What follows belongs to an exercise in optimizing a design on an open flow for small area and a short achievable clock period; a production flow would make more cautious choices.
Only simulation tests tie the RTL to the original design; equivalence was not proved.

==> run a: inputs <==
Design array_mp4, start of the top module:
module array_mp4 (
    input  logic        clk,
    input  logic        rst,
    input  logic [31:0] addr,
    input  logic [3:0]  we,
    input  logic [31:0] di,
    input  logic [3:0]  valid,
    output logic [3:0]  ready,
    output logic [31:0] dout
);
    array_mp #(
        .DATA_W(8),
        .ADDR_W(8),
        .DEPTH (256),
        .CH    (4)
    ) u_mp (
        .clk   (clk),
        .rst   (rst),
        .addr  (addr),
        .we    (we),
        .di    (di),
        .valid (valid),
        .ready (ready),
        .dout  (dout)
    );
endmodule
==> module array_mp, before the edit <==
module array_mp
#(
    parameter int DATA_W = array_mp_pkg::DEFAULT_DATA_W,
    parameter int ADDR_W = array_mp_pkg::DEFAULT_ADDR_W,
    parameter int DEPTH  = 1 << ADDR_W,
    parameter int CH     = array_mp_pkg::DEFAULT_CH
) (
    input  logic                 clk,
    input  logic                 rst,
    input  logic [CH*ADDR_W-1:0] addr,
    input  logic [CH-1:0]        we,
    input  logic [CH*DATA_W-1:0] di,
    input  logic [CH-1:0]        valid,
    output logic [CH-1:0]        ready,
    output logic [CH*DATA_W-1:0] dout
);
    localparam int IDX_W = array_mp_pkg::idx_width(CH);
    logic [DATA_W-1:0] mem [DEPTH];
    logic [CH-1:0]     eligible;
    logic [CH-1:0]     gnt;
    logic              any;
    logic [IDX_W-1:0]  sel_idx;
    logic [ADDR_W-1:0] sel_addr;
    logic              sel_we;
    logic [DATA_W-1:0] sel_di;
    array_mp_pkg::access_e           acc;
    assign eligible = valid & ~ready;
    rr_arbiter #(
        .N(CH)
    ) u_arb (
        .clk (clk),
        .rst (rst),
        .req (eligible),
        .gnt (gnt),
        .any (any)
    );
    always_comb begin
        sel_idx  = '0;
        sel_addr = '0;
        sel_we   = 1'b0;
        sel_di   = '0;
        for (int i = 0; i < CH; i++) begin
            if (gnt[i]) begin
                sel_idx  = IDX_W'(i);
                sel_addr = addr[i*ADDR_W +: ADDR_W];
                sel_we   = we[i];
                sel_di   = di[i*DATA_W +: DATA_W];
            end
        end
    end
    always_comb begin
        acc = array_mp_pkg::ACC_IDLE;
        if (any) begin
            if (int'(sel_addr) >= DEPTH) begin
                acc = array_mp_pkg::ACC_OOR;
            end else if (sel_we) begin
                acc = array_mp_pkg::ACC_WRITE;
            end else begin
                acc = array_mp_pkg::ACC_READ;
            end
        end
    end
    always_ff @(posedge clk) begin
        if (acc == array_mp_pkg::ACC_WRITE && !rst) begin
            mem[sel_addr] <= sel_di;
        end
    end
    always_ff @(posedge clk or posedge rst) begin
        if (rst) begin
            ready <= '0;
            dout  <= '0;
        end else begin
            ready <= gnt;
            case (acc)
                array_mp_pkg::ACC_WRITE: dout[int'(sel_idx)*DATA_W +: DATA_W] <= sel_di;
                array_mp_pkg::ACC_READ:  dout[int'(sel_idx)*DATA_W +: DATA_W] <= mem[sel_addr];
                array_mp_pkg::ACC_OOR:   dout[int'(sel_idx)*DATA_W +: DATA_W] <= '0;
                default:   ;
            endcase
        end
    end
endmodule
export LEC_CHECK = 0
export CAP_MARGIN = 20
export CORE_MARGIN = 2
export CORE_UTILIZATION = 40
export SLEW_MARGIN = 20
create_clock -name core_clock -period 7.5 [get_ports {clk}]
run.sh (not shown) runs the stock make flow with config.mk's settings and CLKGATE_MAP_FILE= SYNTH_SCRIPT=/design/flow/synth_recipe.tcl, a recipe that flattens the netlist after the stock synthesis.
==> run b (differences from run a) <==
--- a/flow/design.v
+++ b/flow/design.v
@@ -58,7 +58,8 @@
     parameter int DATA_W = array_mp_pkg::DEFAULT_DATA_W,
     parameter int ADDR_W = array_mp_pkg::DEFAULT_ADDR_W,
     parameter int DEPTH  = 1 << ADDR_W,
-    parameter int CH     = array_mp_pkg::DEFAULT_CH
+    parameter int CH     = array_mp_pkg::DEFAULT_CH,
+    parameter int LO_W   = ADDR_W / 2
 ) (
     input  logic                 clk,
     input  logic                 rst,
@@ -69,56 +70,120 @@
     output logic [CH-1:0]        ready,
     output logic [CH*DATA_W-1:0] dout
 );
-    localparam int IDX_W = array_mp_pkg::idx_width(CH);
-    logic [DATA_W-1:0] mem [DEPTH];
-    logic [CH-1:0]     eligible;
-    logic [CH-1:0]     gnt;
-    logic              any;
-    logic [IDX_W-1:0]  sel_idx;
-    logic [ADDR_W-1:0] sel_addr;
+    localparam int HI_W  = ADDR_W - LO_W;
+    localparam int NGRP  = 1 << HI_W;
+    localparam int GSIZE = 1 << LO_W;
+    logic [CH-1:0]         gnt;
+    logic [CH-1:0][CH-1:0] blk;         
+    logic [CH-1:0][CH-1:0] blk_next;
+    always_comb begin
+        for (int c = 0; c < CH; c++) begin
+            gnt[c] = valid[c] & ~ready[c] & ~|(valid & blk[c]);
+        end
+    end
+    logic [CH-1:0] ptr_oh;         
+    logic [CH-1:0] ptr_oh_next;
+    always_comb begin
+        ptr_oh_next = ptr_oh;
+        for (int g = 0; g < CH; g++) begin
+            if (gnt[g]) ptr_oh_next = CH'(1) << ((g + 1) % CH);
+        end
+        for (int c = 0; c < CH; c++) begin
+            for (int k = 0; k < CH; k++) begin
+                blk_next[c][k] = 1'b0;
+                for (int q = 0; q < CH; q++) begin
+                    if (ptr_oh_next[q] && ((k - q + CH) % CH) < ((c - q + CH) % CH)) begin
+                        blk_next[c][k] = ~gnt[k];
+                    end
+                end
+            end
+        end
+    end
+    always_ff @(posedge clk or posedge rst) begin
+        if (rst) begin
+            ptr_oh <= CH'(1);
+            for (int c = 0; c < CH; c++) begin
+                for (int k = 0; k < CH; k++) begin
+                    blk[c][k] <= (k < c);
+                end
+            end
+        end else begin
+            ptr_oh <= ptr_oh_next;
+            blk    <= blk_next;
+        end
+    end
+    logic [GSIZE-1:0]  lo_oh;
+    logic [NGRP-1:0]   hi_oh;
     logic              sel_we;
     logic [DATA_W-1:0] sel_di;
-    array_mp_pkg::access_e           acc;
-    assign eligible = valid & ~ready;
-    rr_arbiter #(
-        .N(CH)
-    ) u_arb (
-        .clk (clk),
-        .rst (rst),
-        .req (eligible),
-        .gnt (gnt),
-        .any (any)
-    );
-    always_comb begin
-        sel_idx  = '0;
-        sel_addr = '0;
-        sel_we   = 1'b0;
-        sel_di   = '0;
-        for (int i = 0; i < CH; i++) begin
-            if (gnt[i]) begin
-                sel_idx  = IDX_W'(i);
-                sel_addr = addr[i*ADDR_W +: ADDR_W];
-                sel_we   = we[i];
-                sel_di   = di[i*DATA_W +: DATA_W];
-            end
-        end
-    end
-    always_comb begin
-        acc = array_mp_pkg::ACC_IDLE;
-        if (any) begin
-            if (int'(sel_addr) >= DEPTH) begin
-                acc = array_mp_pkg::ACC_OOR;
-            end else if (sel_we) begin
-                acc = array_mp_pkg::ACC_WRITE;
-            end else begin
-                acc = array_mp_pkg::ACC_READ;
-            end
-        end
-    end
+    logic              wr_en;
+    logic [NGRP-1:0]   hi_wr;
+    always_comb begin
+        lo_oh  = '0;
+        hi_oh  = '0;
+        sel_we = 1'b0;
+        sel_di = '0;
+        for (int c = 0; c < CH; c++) begin
+            for (int i = 0; i < GSIZE; i++) begin
+                lo_oh[i] = lo_oh[i] | (gnt[c] & (addr[c*ADDR_W +: LO_W] == LO_W'(i)));
+            end
+            for (int j = 0; j < NGRP; j++) begin
+                hi_oh[j] = hi_oh[j] | (gnt[c] & (addr[c*ADDR_W + LO_W +: HI_W] == HI_W'(j)));
+            end
+            sel_we = sel_we | (gnt[c] & we[c]);
+            sel_di = sel_di | (di[c*DATA_W +: DATA_W] & {DATA_W{gnt[c]}});
+        end
+    end
+    assign wr_en = sel_we & ~rst;
+    assign hi_wr = hi_oh & {NGRP{wr_en}};
+    logic [DEPTH-1:0][DATA_W-1:0] words;
     always_ff @(posedge clk) begin
-        if (acc == array_mp_pkg::ACC_WRITE && !rst) begin
-            mem[sel_addr] <= sel_di;
-        end
+        for (int j = 0; j < NGRP; j++) begin
+            for (int i = 0; i < GSIZE; i++) begin
+                if (hi_wr[j] && lo_oh[i]) begin
+                    words[j*GSIZE + i] <= sel_di;
+                end
+            end
+        end
+    end
+    logic [NGRP*2*DATA_W-1:0]     l2;
+    logic [NGRP*DATA_W-1:0]       l3;
+    logic [4*DATA_W-1:0]          l4;
+    logic [2*DATA_W-1:0]          l5;
+    logic [DATA_W-1:0]            rd;
+    for (genvar b = 0; b < DATA_W; b++) begin : g_bit
+        for (genvar j = 0; j < NGRP; j++) begin : g_grp
+            for (genvar h = 0; h < 2; h++) begin : g_half
+                logic [7:0] wv;
+                for (genvar k = 0; k < 8; k++) begin : g_w
+                    assign wv[k] = words[j*GSIZE + 8*h + k][b];
+                end
+                amp_ao8 u_l12 (
+                    .w(wv),
+                    .s(lo_oh[8*h +: 8]),
+                    .y(l2[(j*2 + h)*DATA_W + b])
+                );
+            end
+            amp_o21ai u_l3 (
+                .a1(l2[(j*2 + 0)*DATA_W + b]), .a2(l2[(j*2 + 1)*DATA_W + b]),
+                .b1(hi_oh[j]),
+                .y (l3[j*DATA_W + b])
+            );
+        end
+        for (genvar g = 0; g < 4; g++) begin : g_quad
+            amp_nand4 u_l4 (
+                .a(l3[(4*g + 0)*DATA_W + b]), .b(l3[(4*g + 1)*DATA_W + b]),
+                .c(l3[(4*g + 2)*DATA_W + b]), .d(l3[(4*g + 3)*DATA_W + b]),
+                .y(l4[g*DATA_W + b])
+            );
+        end
+        for (genvar h = 0; h < 2; h++) begin : g_oct
+            amp_nor2 u_l5 (
+                .a(l4[(2*h)*DATA_W + b]), .b(l4[(2*h + 1)*DATA_W + b]),
+                .y(l5[h*DATA_W + b])
+            );
+        end
+        amp_nand2 u_l6 (.a(l5[b]), .b(l5[DATA_W + b]), .y(rd[b]));
     end
     always_ff @(posedge clk or posedge rst) begin
         if (rst) begin
@@ -126,14 +191,32 @@
             dout  <= '0;
         end else begin
             ready <= gnt;
-            case (acc)
-                array_mp_pkg::ACC_WRITE: dout[int'(sel_idx)*DATA_W +: DATA_W] <= sel_di;
-                array_mp_pkg::ACC_READ:  dout[int'(sel_idx)*DATA_W +: DATA_W] <= mem[sel_addr];
-                array_mp_pkg::ACC_OOR:   dout[int'(sel_idx)*DATA_W +: DATA_W] <= '0;
-                default:   ;
-            endcase
-        end
-    end
+            for (int c = 0; c < CH; c++) begin
+                if (gnt[c]) begin
+                    dout[c*DATA_W +: DATA_W] <= we[c] ? di[c*DATA_W +: DATA_W] : rd;
+                end
+            end
+        end
+    end
+endmodule
+module amp_ao8 (input logic [7:0] w, input logic [7:0] s, output logic y);
+    logic [3:0] n;
+    for (genvar k = 0; k < 4; k++) begin : g_p
+        assign n[k] = ~((w[2*k] & s[2*k]) | (w[2*k+1] & s[2*k+1]));
+    end
+    assign y = ~&n;
+endmodule
+module amp_nand4 (input logic a, b, c, d, output logic y);
+    assign y = ~(a & b & c & d);
+endmodule
+module amp_o21ai (input logic a1, a2, b1, output logic y);
+    assign y = ~((a1 | a2) & b1);
+endmodule
+module amp_nor2 (input logic a, b, output logic y);
+    assign y = ~(a | b);
+endmodule
+module amp_nand2 (input logic a, b, output logic y);
+    assign y = ~(a & b);
 endmodule
 module array_mp4 (
     input  logic        clk,
CAP_MARGIN = 30   (was 20)
SETUP_SLACK_MARGIN = 3.0   (was default)
SLEW_MARGIN = 30   (was 20)
SYNTH_HIERARCHICAL = 1   (was default)
TNS_END_PERCENT = 0   (was default)
==> summary of the runs <==
Run b completed with no timing, DRC or antenna violations. Run a went through all stages and came out clean.
In run a the die area is higher than in run b, by 6.7%.
Clock-buffer cell count: run a is lower than run b (15).
Of run a and run b, run a has the higher area after synthesis (gap 6.8%, measured against run b).
Critical path depth: run a is higher than run b (4).
Against run a, the routed wire length of run b is smaller by about 11%.
Worst setup slack: run b is better than run a (2600 ps).
In run b the non-clock buffer count is lower than in run a, by 310.
==> figures <==
|  | run b | run a |
|---|---|---|
| Result of the run | no timing/DRC/antenna violations | no timing/DRC/antenna violations |
| Total stage count of the critical path | 17 | 21 |
| Flip-flop and latch area | 0.06281 mm2 | 0.06245 mm2 |
| Setup slack of the worst register-to-register path | 3500 ps | 380 ps |
| Global-route track usage on met1 | 0.3059 | 0.3527 |
| Worst slack at placement | 812.5 ps | -584.9 ps |
| Routed met2 length | 119.4 mm | 122.5 mm |
| Wire per inst | 31.93 um | 29.09 um |
| Number of distinct library cell variants in the gate-level netlist after synthesis | 55 | 88 |
| Proportion of cell area spent on the clock network | 0.06718 | 0.06871 |
| Worst-path cell with the longest stage delay | sky130_fd_sc_hd__clkdlybuf4s50_1 | sky130_fd_sc_hd__a311oi_1 |
| Post-synthesis share of cell area spent on full adders, half adders and majority gates | 0 | 0.001939 |
| CLK BUF | 256 | 241 |
| Synthesis warning total | 7 | 2 |

separate check: timing with driven ports:
The flow's constraints put no driver on any port. The routed layouts listed below were extracted and timed again, unchanged, in two steps. Step 1 assumes that a clkbuf_16 drives the clock port and a buf_2 every other input. Step 2 times the ports against the registers' clock, not the clock port: input delays grow and output delays shrink by t, the midpoint of the rising clock arrivals with the driver on. a / b / c = no drivers / after step 1 / after step 2; a / b = the first two.
| run | t, ns | setup slack, ns | clock arrival spread, ns | worst register clock-pin slew, ns |
|---|---|---|---|---|
| run a | 0.948 | 0.307 / 0.376 / -0.572 | 0.076 / 0.076 | 0.07 / 0.07 |
| run b | 0.920 | 2.867 / 2.936 / 2.016 | 0.030 / 0.030 | 0.07 / 0.07 |
Met with ideal ports but missed after step 2: setup timing in run a. The setup slack of run a, which loses most, moves by +0.069 ns with the drivers and by -0.879 ns with both steps.
